Background: an optimization exercise with open tools, aiming at small area and a short achievable clock period. Do not read the settings as production practice. RTL that was checked went through simulation tests only; none was proved equivalent to the original. Power and IR drop assume default switching activity.

== run A ==
==> module rx_iq_fifo, before the edit <==
module rx_iq_fifo #(
  parameter int DATA_W    = IQ_W,
  parameter int ADDR_W    = RX_FIFO_ADDR_W,
  parameter int AFULL_LVL = RX_FIFO_AFULL_LVL
) (
  input  logic                     clk_in,
  input  logic                     rst,
  input  logic signed [DATA_W-1:0] in_I,
  input  logic signed [DATA_W-1:0] in_Q,
  input  logic                     in_valid,
  input  logic                     rd_req,
  output logic signed [DATA_W-1:0] out_I,
  output logic signed [DATA_W-1:0] out_Q,
  output logic                     out_valid,
  output logic [ADDR_W:0]          level,
  output logic                     empty,
  output logic                     almost_full,
  output logic                     overflow,
  output logic                     underflow,
  input  logic                     clr_flags
);
  localparam int DEPTH = 2**ADDR_W;
  localparam int LO_W  = ADDR_W / 2;
  localparam int HI_W  = ADDR_W - LO_W;
  localparam int NLO   = 2**LO_W;
  localparam int NHI   = 2**HI_W;
  localparam logic [NLO-1:0] LO_FIRST = NLO'(1);
  localparam logic [NHI-1:0] HI_FIRST = NHI'(1);
  logic [NLO-1:0]      wr_lo_q, rd_lo_q, rd_lo_n_q;
  logic [NHI-1:0]      wr_hi_q, rd_hi_q;
  logic [ADDR_W:0]     level_q, level_d;
  logic                empty_q, afull_q;
  logic                ovf_q, udf_q, out_vld_q;
  logic [2*DATA_W-1:0] out_q, rd_dat;
  logic                full, wr_fire, rd_fire, slot_free;
  logic [DEPTH-1:0]    wr_sel;
  assign full    = level_q[ADDR_W];
  assign rd_fire = rd_req && !empty_q;
  assign wr_fire = in_valid && (!full || rd_fire);
  assign slot_free = !full || rd_req;
  always_comb begin
    for (int i = 0; i < DEPTH; i++) begin
      wr_sel[i] = slot_free && wr_hi_q[i / NLO] && wr_lo_q[i % NLO];
    end
  end
  logic            wr_only, rd_only;
  logic [ADDR_W:0] level_inc, level_dec;
  logic            lvl_is1, lvl_is47, lvl_is48;
  assign wr_only   = wr_fire && !rd_fire;
  assign rd_only   = rd_fire && !wr_fire;
  assign level_inc = level_q + 1'b1;
  assign level_dec = level_q - 1'b1;
  assign lvl_is1   = (level_q == (ADDR_W+1)'(1));
  assign lvl_is47  = (level_q == (ADDR_W+1)'(AFULL_LVL-1));
  assign lvl_is48  = (level_q == (ADDR_W+1)'(AFULL_LVL));
  always_comb begin
    level_d = level_q;
    if (wr_only) level_d = level_inc;
    if (rd_only) level_d = level_dec;
  end
  always_ff @(posedge clk_in) begin
    if (rst) begin
      wr_lo_q   <= LO_FIRST;
      wr_hi_q   <= HI_FIRST;
      rd_lo_q   <= LO_FIRST;
      rd_lo_n_q <= ~LO_FIRST;
      rd_hi_q   <= HI_FIRST;
      level_q   <= '0;
      empty_q   <= 1'b1;
      afull_q   <= 1'b0;
      ovf_q     <= 1'b0;
      udf_q     <= 1'b0;
      out_vld_q <= 1'b0;
    end else begin
      if (wr_fire) begin
        wr_lo_q <= {wr_lo_q[NLO-2:0], wr_lo_q[NLO-1]};
        if (wr_lo_q[NLO-1]) wr_hi_q <= {wr_hi_q[NHI-2:0], wr_hi_q[NHI-1]};
      end
      if (rd_fire) begin
        rd_lo_q   <= {rd_lo_q[NLO-2:0], rd_lo_q[NLO-1]};
        rd_lo_n_q <= {rd_lo_n_q[NLO-2:0], rd_lo_n_q[NLO-1]};
        if (rd_lo_q[NLO-1]) rd_hi_q <= {rd_hi_q[NHI-2:0], rd_hi_q[NHI-1]};
      end
      level_q   <= level_d;
      empty_q   <= (empty_q && !in_valid) || (lvl_is1 && rd_only);
      afull_q   <= (afull_q && !(lvl_is48 && rd_only)) || (lvl_is47 && wr_only);
      ovf_q     <= (ovf_q && !clr_flags) || (in_valid && !wr_fire);
      udf_q     <= (udf_q && !clr_flags) || (rd_req && !rd_fire);
      out_vld_q <= rd_fire;
    end
  end
  always_ff @(posedge clk_in) begin
    if (rst)          out_q <= '0;
    else if (rd_fire) out_q <= rd_dat;
  end
  iq_dpram #(
    .DEPTH (DEPTH),
    .WIDTH (2*DATA_W),
    .NLO   (NLO),
    .NHI   (NHI)
  ) u_ram (
    .clk_in (clk_in),
    .wr_sel (wr_sel),
    .wr_dat ({in_Q, in_I}),
    .rd_lo  (rd_lo_q),
    .rd_lo_n(rd_lo_n_q),
    .rd_hi  (rd_hi_q),
    .rd_dat (rd_dat)
  );
  assign out_I       = out_q[DATA_W-1:0];
  assign out_Q       = out_q[2*DATA_W-1:DATA_W];
  assign out_valid   = out_vld_q;
  assign level       = level_q;
  assign empty       = empty_q;
  assign almost_full = afull_q;
  assign overflow    = ovf_q;
  assign underflow   = udf_q;
endmodule
clock: 3.5 ns
lec_check: 0
cap_margin: 10
core_margin: 2
core_utilization: 60
cts_cluster_diameter: 80
cts_cluster_size: 20
place_density: 0.7
setup_slack_margin: 1.3
slew_margin: 10
standard.sh (not shown) runs the stock make flow with config.mk's settings and CLKGATE_MAP_FILE= SYNTH_SCRIPT=/design/flow/synth_recipe.tcl, a recipe that flattens the netlist after the stock synthesis.
==> flow/flow/run.sh <==
#!/bin/bash
# The standard layout, with plain buffers (not delay cells) on the ports and a clock
# tree without dummy balancing loads. Make's full output goes to standard.log here.
set -euo pipefail
export BUFFER_PORTS_ARGS="-buffer_cell sky130_fd_sc_hd__buf_2"
export CTS_ARGS="-sink_clustering_enable -repair_clock_nets -sink_clustering_size 20 -sink_clustering_max_diameter 80 -dont_use_dummy_load"
bash standard.sh > standard.log 2>&1
Run A finished end to end and its layout was clean on timing, DRC and antenna.
Inputs modified between run A and run B:
--- a/flow/design.v
+++ b/flow/design.v
@@ -72,12 +72,10 @@
   localparam int DEPTH = 2**ADDR_W;
   localparam int LO_W  = ADDR_W / 2;
   localparam int HI_W  = ADDR_W - LO_W;
   localparam int NLO   = 2**LO_W;
   localparam int NHI   = 2**HI_W;
-  localparam logic [NLO-1:0] LO_FIRST = NLO'(1);
-  localparam logic [NHI-1:0] HI_FIRST = NHI'(1);
   logic [NLO-1:0]      wr_lo_q, rd_lo_q, rd_lo_n_q;
   logic [NHI-1:0]      wr_hi_q, rd_hi_q;
   logic [ADDR_W:0]     level_q, level_d;
   logic                empty_q, afull_q;
   logic                ovf_q, udf_q, out_vld_q;
@@ -108,15 +106,15 @@
     if (wr_only) level_d = level_inc;
     if (rd_only) level_d = level_dec;
   end
   always_ff @(posedge clk_in) begin
     if (rst) begin
-      wr_lo_q   <= LO_FIRST;
-      wr_hi_q   <= HI_FIRST;
-      rd_lo_q   <= LO_FIRST;
-      rd_lo_n_q <= ~LO_FIRST;
-      rd_hi_q   <= HI_FIRST;
+      wr_lo_q   <= NLO'(1);
+      wr_hi_q   <= NHI'(1);
+      rd_lo_q   <= NLO'(1);
+      rd_lo_n_q <= ~NLO'(1);
+      rd_hi_q   <= NHI'(1);
       level_q   <= '0;
       empty_q   <= 1'b1;
       afull_q   <= 1'b0;
       ovf_q     <= 1'b0;
       udf_q     <= 1'b0;
==> run notes <==
Between run A and run B, the pin count of the biggest net entering global routing is lower for run A.
Run B vs. run A: routed via count now larger, switching power as a share of total power now smaller, cell leakage power now larger.
[run B vs run A] met2 capacity usage during global routing: lower in run B
Higher count of cell types in the netlist was reported by run B, not run A.
Compared with run A, run B shows detailed route wirelength on metal2 that has gone up slightly.
Worst hold slack: run B vs run A — no meaningful difference
Setup slack in run B is larger than in run A.
Relative to run A, antenna diode count has decreased by 5 in run B.
Against run A, run B reports a wire length that is higher.
Run A → run B: post-route minimum period moved down, portion of total power attributed to the clock network moved up.
For run B, only the layout was checked, not whether the RTL still works.

## static timing again, ports no longer ideal
In the flow no input, the clock included, has a driving cell. The finished layouts below were timed again as built, in two steps. Step 1 assumes that a clkbuf_16 drives the clock port and a buf_2 every other input. Step 2 also shifts input and output timing later by t, the mid clock arrival at the registers, as if the neighbouring blocks saw the same clock. Three values: ideal, step 1, step 2; two values: the first two.
| run | t, ns | slack for setup (ns) | slew at the worst register clock pin (ns) | worst slew at a driven data input, ns |
|---|---|---|---|---|
| run A | 0.826 | 1.080 / 1.080 / 0.905 | 0.09 / 0.09 | 0.10 |
| run B | 0.826 | 1.212 / 1.212 / 0.886 | 0.09 / 0.09 | 0.16 |
After both steps every run listed still meets setup and hold. The setup slack of run B, which loses most, moves by 0.000 ns with the drivers and by -0.326 ns with both steps.
